Background: an optimization exercise with open tools, aiming at small area. Do not read the settings as production practice. Only simulation tests tie the RTL to the original design; equivalence was not proved.

==> run H: inputs <==
==> flow/design.v <==
module execute_mc #(
  parameter int N      = 64,
  parameter int MUL_EN = 1
) (
  input  logic         clk,
  input  logic         reset,
  input  logic         valid_E,
  input  logic         flush_E,
  input  logic         AluSrc,
  input  logic [3:0]   AluControl,
  input  logic         MulOp,
  input  logic [N-1:0] PC_E,
  input  logic [N-1:0] signImm_E,
  input  logic [N-1:0] readData1_E,
  input  logic [N-1:0] readData2_E,
  output logic         stall_E,
  output logic [N-1:0] PCBranch_M,
  output logic [N-1:0] aluResult_M,
  output logic [N-1:0] writeData_M,
  output logic         zero_M,
  output logic         valid_M
);
  localparam int W = 8;             
  localparam int C = N / W;         
  logic [2:0]   pc_q;               
  logic [C-1:0] ph_q;               
  logic [4:0]   rnd_q;              
  logic         cq;                 
  logic         kq;                 
  logic         amsb_q;             
  logic [1:0]   pmsb_q;             
  logic         pcq;                
  logic [1:0]   imsb_q;             
  logic         ph0, last, done, mul, pres, sub, d0, d1;
  logic [4:0]   dig;
  logic [C-1:0] bsel;
  logic [W-1:0] a_c, b_c, imm_c, pc_c, alu_b, a2_c, x1, x2, y, s, k, res;
  logic [W:0]   sum, psum;
  function automatic logic [W-1:0] pick(input logic [N-1:0] v, input logic [C-1:0] sel);
    pick = '0;
    for (int i = 0; i < C; i++) pick = pick | (v[i*W +: W] & {W{sel[i]}});
  endfunction
  function automatic logic [W:0] cla(input logic [W-1:0] p, input logic [W-1:0] q,
                                     input logic ci);
    logic [W-1:0] g, t;
    logic [W:0]   c;
    g = p & q;
    t = p ^ q;
    c[0] = ci;
    for (int i = 0; i < W; i += 4) begin
      c[i+1] = g[i]   | (t[i]   & c[i]);
      c[i+2] = g[i+1] | (t[i+1] & g[i]) | (t[i+1] & t[i] & c[i]);
      c[i+3] = g[i+2] | (t[i+2] & g[i+1]) | (t[i+2] & t[i+1] & g[i])
             | (t[i+2] & t[i+1] & t[i] & c[i]);
      c[i+4] = g[i+3] | (t[i+3] & g[i+2]) | (t[i+3] & t[i+2] & g[i+1])
             | (t[i+3] & t[i+2] & t[i+1] & g[i]) | (t[i+3] & t[i+2] & t[i+1] & t[i] & c[i]);
    end
    cla = {c[W], t ^ c[W-1:0]};
  endfunction
  assign ph_q = 8'd1 << pc_q;
  assign ph0  = ph_q[0];
  assign last = ph_q[C-1];
  assign mul  = (MUL_EN != 0) & MulOp;
  assign pres = valid_E & ~flush_E;
  assign done = last & (~mul | (rnd_q == 5'd31));
  assign stall_E = ~done;
  assign dig   = ~rnd_q;            
  assign bsel  = mul ? (8'd1 << dig[4:2]) : ph_q;
  assign a_c   = pick(readData1_E, ph_q);
  assign b_c   = pick(readData2_E, bsel);
  assign imm_c = pick(signImm_E, ph_q);
  assign pc_c  = pick(PC_E, ph_q);
  assign d0    = b_c[{dig[1:0], 1'b0}];
  assign d1    = b_c[{dig[1:0], 1'b1}];
  always_comb begin
    sub   = ~mul & (AluControl == 4'b0110);
    alu_b = AluSrc ? imm_c : b_c;
    a2_c  = {a_c[W-2:0], ph0 ? 1'b0 : amsb_q};
    x1    = a_c & {W{~mul | d0}};
    x2    = a2_c & {W{mul & d1}};
    if (mul) y = (rnd_q == 5'd0) ? '0 : {aluResult_M[W-3:0], ph0 ? 2'b00 : pmsb_q};
    else     y = alu_b ^ {W{sub}};
    s     = x1 ^ x2 ^ y;
    k     = (x1 & x2) | (x1 & y) | (x2 & y);
    sum   = cla(s, {k[W-2:0], ph0 ? 1'b0 : kq}, ph0 ? sub : cq);
    if (mul) res = sum[W-1:0];
    else begin
      case (AluControl)
        4'b0000: res = a_c & alu_b;
        4'b0001: res = a_c | alu_b;
        4'b0010: res = sum[W-1:0];
        4'b0110: res = sum[W-1:0];
        4'b0111: res = alu_b;
        4'b1100: res = ~(a_c | alu_b);
        default: res = '0;
      endcase
    end
    psum = cla(pc_c, {imm_c[W-3:0], ph0 ? 2'b00 : imsb_q}, ph0 ? 1'b0 : pcq);
  end
  always_ff @(posedge clk) begin
    if (reset) begin
      pc_q    <= '0;
      rnd_q   <= '0;
      valid_M <= 1'b0;
    end else begin
      if (pres & ~done) begin
        pc_q  <= pc_q + 3'd1;
        rnd_q <= rnd_q + {4'd0, last};
      end else begin
        pc_q  <= '0;
        rnd_q <= '0;
      end
      valid_M <= pres & done;
    end
  end
  always_ff @(posedge clk) begin
    cq          <= sum[W];
    kq          <= k[W-1];
    amsb_q      <= a_c[W-1];
    pmsb_q      <= aluResult_M[W-1:W-2];
    pcq         <= psum[W];
    imsb_q      <= imm_c[W-1:W-2];
    aluResult_M <= {res, aluResult_M[N-1:W]};
    PCBranch_M  <= {psum[W-1:0], PCBranch_M[N-1:W]};
    writeData_M <= readData2_E;
  end
  assign zero_M = (aluResult_M == '0);
endmodule
==> flow/flow/run.sh <==
#!/bin/bash
# The standard layout (standard.sh) with these changes:
#  - synthesis maps the logic with an area-oriented ABC script (flow/abc_area.script, used
#    through ABC_AREA=1 on a copy of ORFS's scripts folder); registers are untouched;
#  - the port buffers are the smallest buffer cell, sky130_fd_sc_hd__buf_1;
#  - clock tree synthesis inserts no dummy loads (CTS_ARGS replaces its arguments).
set -euo pipefail
cd "$(dirname "$0")/.."
W=$PWD
rm -rf "$W/scripts_area"
cp -r "$FLOW_HOME/scripts" "$W/scripts_area"
cp "$W/flow/abc_area.script" "$W/scripts_area/abc_area.script"
export CTS_ARGS="-sink_clustering_enable -repair_clock_nets -buf_list sky130_fd_sc_hd__clkbuf_4 -dont_use_dummy_load"
export BUFFER_PORTS_ARGS="-buffer_cell sky130_fd_sc_hd__buf_1"
bash standard.sh SCRIPTS_DIR="$W/scripts_area" ABC_AREA=1 finish > standard_flow.log 2>&1
==> flow/flow/abc_area.script <==
strash
&get -n
&fraig -x
&put
scorr
dc2
dretime
strash
&get -n
&dch -f
&nf
&put
topo
stime -c
==> flow/standard.sh <==
#!/bin/bash
# synth_recipe.tcl (not shown) runs the flow's synth.tcl, then flattens the netlist and writes it again
# the make line also repeats each setting of config.mk as NAME=value (left out here)
make -C /OpenROAD-flow-scripts/flow DESIGN_CONFIG=/design/flow/config.mk WORK_HOME=/design/flow/orfs CLKGATE_MAP_FILE= SYNTH_SCRIPT=/design/flow/synth_recipe.tcl "${@:-finish}"
==> flow/config.mk <==
export PLATFORM = sky130hd
export DESIGN_NAME = execute_mc
export DESIGN_NICKNAME = execute_mc
export VERILOG_FILES = /design/flow/design.v
export SDC_FILE = /design/flow/constraint.sdc
export NUM_CORES = 4
export LEC_CHECK = 0
export CAP_MARGIN = 20
export CORE_AREA = 2 2 168 148
export DIE_AREA = 0 0 170 150
export SLEW_MARGIN = 20
==> flow/constraint.sdc <==
create_clock -name core_clock -period 7.0 [get_ports {clk}]
set_input_delay 1.4000 -clock core_clock [delete_from_list [all_inputs] [get_ports {clk}]]
set_output_delay 1.4000 -clock core_clock [all_outputs]
set_load 0.01 [all_outputs]
==> run M (differences from run H) <==
==> flow/design.v (replaced) <==
module execute_mc #(
  parameter int N      = 64,
  parameter int MUL_EN = 1
) (
  input  logic         clk,
  input  logic         reset,
  input  logic         valid_E,
  input  logic         flush_E,
  input  logic         AluSrc,
  input  logic [3:0]   AluControl,
  input  logic         MulOp,
  input  logic [N-1:0] PC_E,
  input  logic [N-1:0] signImm_E,
  input  logic [N-1:0] readData1_E,
  input  logic [N-1:0] readData2_E,
  output logic         stall_E,
  output logic [N-1:0] PCBranch_M,
  output logic [N-1:0] aluResult_M,
  output logic [N-1:0] writeData_M,
  output logic         zero_M,
  output logic         valid_M
);
  localparam int W = 16;            
  localparam int C = N / W;         
  logic [7:0]   cnt_q;              
  logic         carry_q;            
  logic         pcarry_q;           
  logic         pmsb_q;             
  logic [1:0]   imsb_q;             
  logic [1:0]   ph;
  logic [5:0]   rnd;
  logic [5:0]   mbit;
  logic         mul;
  logic         pres, last, done;
  logic [1:0]   bsel;
  logic [W-1:0] a_c, b_c, imm_c, pc_c;
  logic [W-1:0] alu_b, x, y, res;
  logic         sub, cin, b_i;
  logic [W:0]   sum;
  logic [W:0]   psum;
  assign ph   = cnt_q[1:0];
  assign rnd  = cnt_q[7:2];
  assign mbit = ~rnd;               
  assign mul  = (MUL_EN != 0) & MulOp;
  assign pres = valid_E & ~flush_E;
  assign last = (ph == 2'd3);
  assign done = last & (~mul | (rnd == 6'd63));
  assign stall_E = ~done;
  assign bsel  = mul ? mbit[5:4] : ph;
  assign a_c   = readData1_E[ph*W +: W];
  assign b_c   = readData2_E[bsel*W +: W];
  assign imm_c = signImm_E[ph*W +: W];
  assign pc_c  = PC_E[ph*W +: W];
  assign b_i   = b_c[mbit[3:0]];
  function automatic logic [W:0] radd(input logic [W-1:0] p, input logic [W-1:0] q,
                                      input logic ci);
    logic [W-1:0] g, t;
    logic [W:0]   c;
    g = p & q;
    t = p ^ q;
    c[0] = ci;
    for (int k = 0; k < W; k += 4) begin
      c[k+1] = g[k]   | (t[k]   & c[k]);
      c[k+2] = g[k+1] | (t[k+1] & g[k]) | (t[k+1] & t[k] & c[k]);
      c[k+3] = g[k+2] | (t[k+2] & g[k+1]) | (t[k+2] & t[k+1] & g[k])
             | (t[k+2] & t[k+1] & t[k] & c[k]);
      c[k+4] = g[k+3] | (t[k+3] & g[k+2]) | (t[k+3] & t[k+2] & g[k+1])
             | (t[k+3] & t[k+2] & t[k+1] & g[k]) | (t[k+3] & t[k+2] & t[k+1] & t[k] & c[k]);
    end
    radd = {c[W], t ^ c[W-1:0]};
  endfunction
  always_comb begin
    sub   = (AluControl == 4'b0110);
    alu_b = AluSrc ? imm_c : b_c;
    if (mul) begin
      x   = a_c & {W{b_i}};
      y   = (rnd == 6'd0) ? '0 : {aluResult_M[W-2:0], (ph == 2'd0) ? 1'b0 : pmsb_q};
      cin = (ph == 2'd0) ? 1'b0 : carry_q;
    end else begin
      x   = a_c;
      y   = alu_b ^ {W{sub}};
      cin = (ph == 2'd0) ? sub : carry_q;
    end
    sum = radd(x, y, cin);
    if (mul) res = sum[W-1:0];
    else begin
      case (AluControl)
        4'b0000: res = a_c & alu_b;
        4'b0001: res = a_c | alu_b;
        4'b0010: res = sum[W-1:0];
        4'b0110: res = sum[W-1:0];
        4'b0111: res = alu_b;
        4'b1100: res = ~(a_c | alu_b);
        default: res = '0;
      endcase
    end
    psum = radd(pc_c, {imm_c[W-3:0], (ph == 2'd0) ? 2'b00 : imsb_q},
                (ph == 2'd0) ? 1'b0 : pcarry_q);
  end
  always_ff @(posedge clk) begin
    if (reset) begin
      cnt_q   <= '0;
      valid_M <= 1'b0;
    end else begin
      cnt_q   <= (pres & ~done) ? cnt_q + 8'd1 : 8'd0;
      valid_M <= pres & done;
    end
  end
  always_ff @(posedge clk) begin
    carry_q     <= sum[W];
    pcarry_q    <= psum[W];
    pmsb_q      <= aluResult_M[W-1];
    imsb_q      <= imm_c[W-1:W-2];
    aluResult_M <= {res, aluResult_M[N-1:W]};
    PCBranch_M  <= {psum[W-1:0], PCBranch_M[N-1:W]};
    writeData_M <= readData2_E;
  end
  assign zero_M = (aluResult_M == '0);
endmodule
==> flow/flow/run.sh (replaced) <==
#!/bin/bash
# The standard layout, with the port buffers made of the smallest buffer cell
# (sky130_fd_sc_hd__buf_1) instead of the one buffer_ports picks by default.
set -euo pipefail
cd "$(dirname "$0")/.."
export BUFFER_PORTS_ARGS="-buffer_cell sky130_fd_sc_hd__buf_1"
bash standard.sh finish > standard_flow.log 2>&1
CORE_AREA = default   (was 2 2 168 148)
CORE_ASPECT_RATIO = 0.28   (was default)
CORE_MARGIN = 2   (was default)
CORE_UTILIZATION = 65   (was default)
CTS_BUF_LIST = sky130_fd_sc_hd__clkbuf_8   (was default)
CTS_CLUSTER_SIZE = 30   (was default)
DIE_AREA = default   (was 0 0 170 150)
removed: flow/flow/abc_area.script
==> metrics.cfg <==
[routing]
post_drt_wl_per_cell_um=24.54
wl_met1_um=13060

[finish]
stdcell_count=1387
syn_to_final_growth_pct=27.00

[synthesis]
synth_top_family_by_area=multiplexers
yosysUniqueCellTypes=57
synth_mux_area_share_pct=19.91

[status]
status=complete, no violations

[placed_design]
place_area_um2=10690

That was run M.
==> metrics.cfg <==
[synthesis]
yosysUniqueCellTypes=42
synth_mux_area_share_pct=0.1566

[finish]
syn_to_final_growth_pct=36.57
stdcell_count=1455

[routing]
wl_met1_um=13420

[status]
status=complete, no violations

That was run H.

## port drivers added, routing unchanged
How much do the figures lean on ideal ports? The routed layouts below were timed once more, with nothing changed but the port constraints.
Step 1: set_driving_cell puts a clkbuf_16 on clk and a buf_2 on each other input, an assumption about the parent block.
Step 2 moves the port delays by t, midway between the first and last clock arrival at a register: inputs arrive t later, outputs are due t later. That takes back most of the time a late clock gives input paths.
Slacks: no drivers / after step 1 / after step 2; pairs: no drivers / after step 1.
| run | t, ns | slack for setup (ns) | worst slew at a driven data input, ns |
|---|---|---|---|
| run H | 0.643 | 1.270 / 1.240 / 0.597 | 0.07 |
| run M | 0.586 | 0.919 / 0.933 / 0.347 | 0.09 |
After both steps setup and hold are still met in every run listed. The setup slack of run H, which loses most, moves by -0.030 ns with the drivers and by -0.673 ns with both steps.
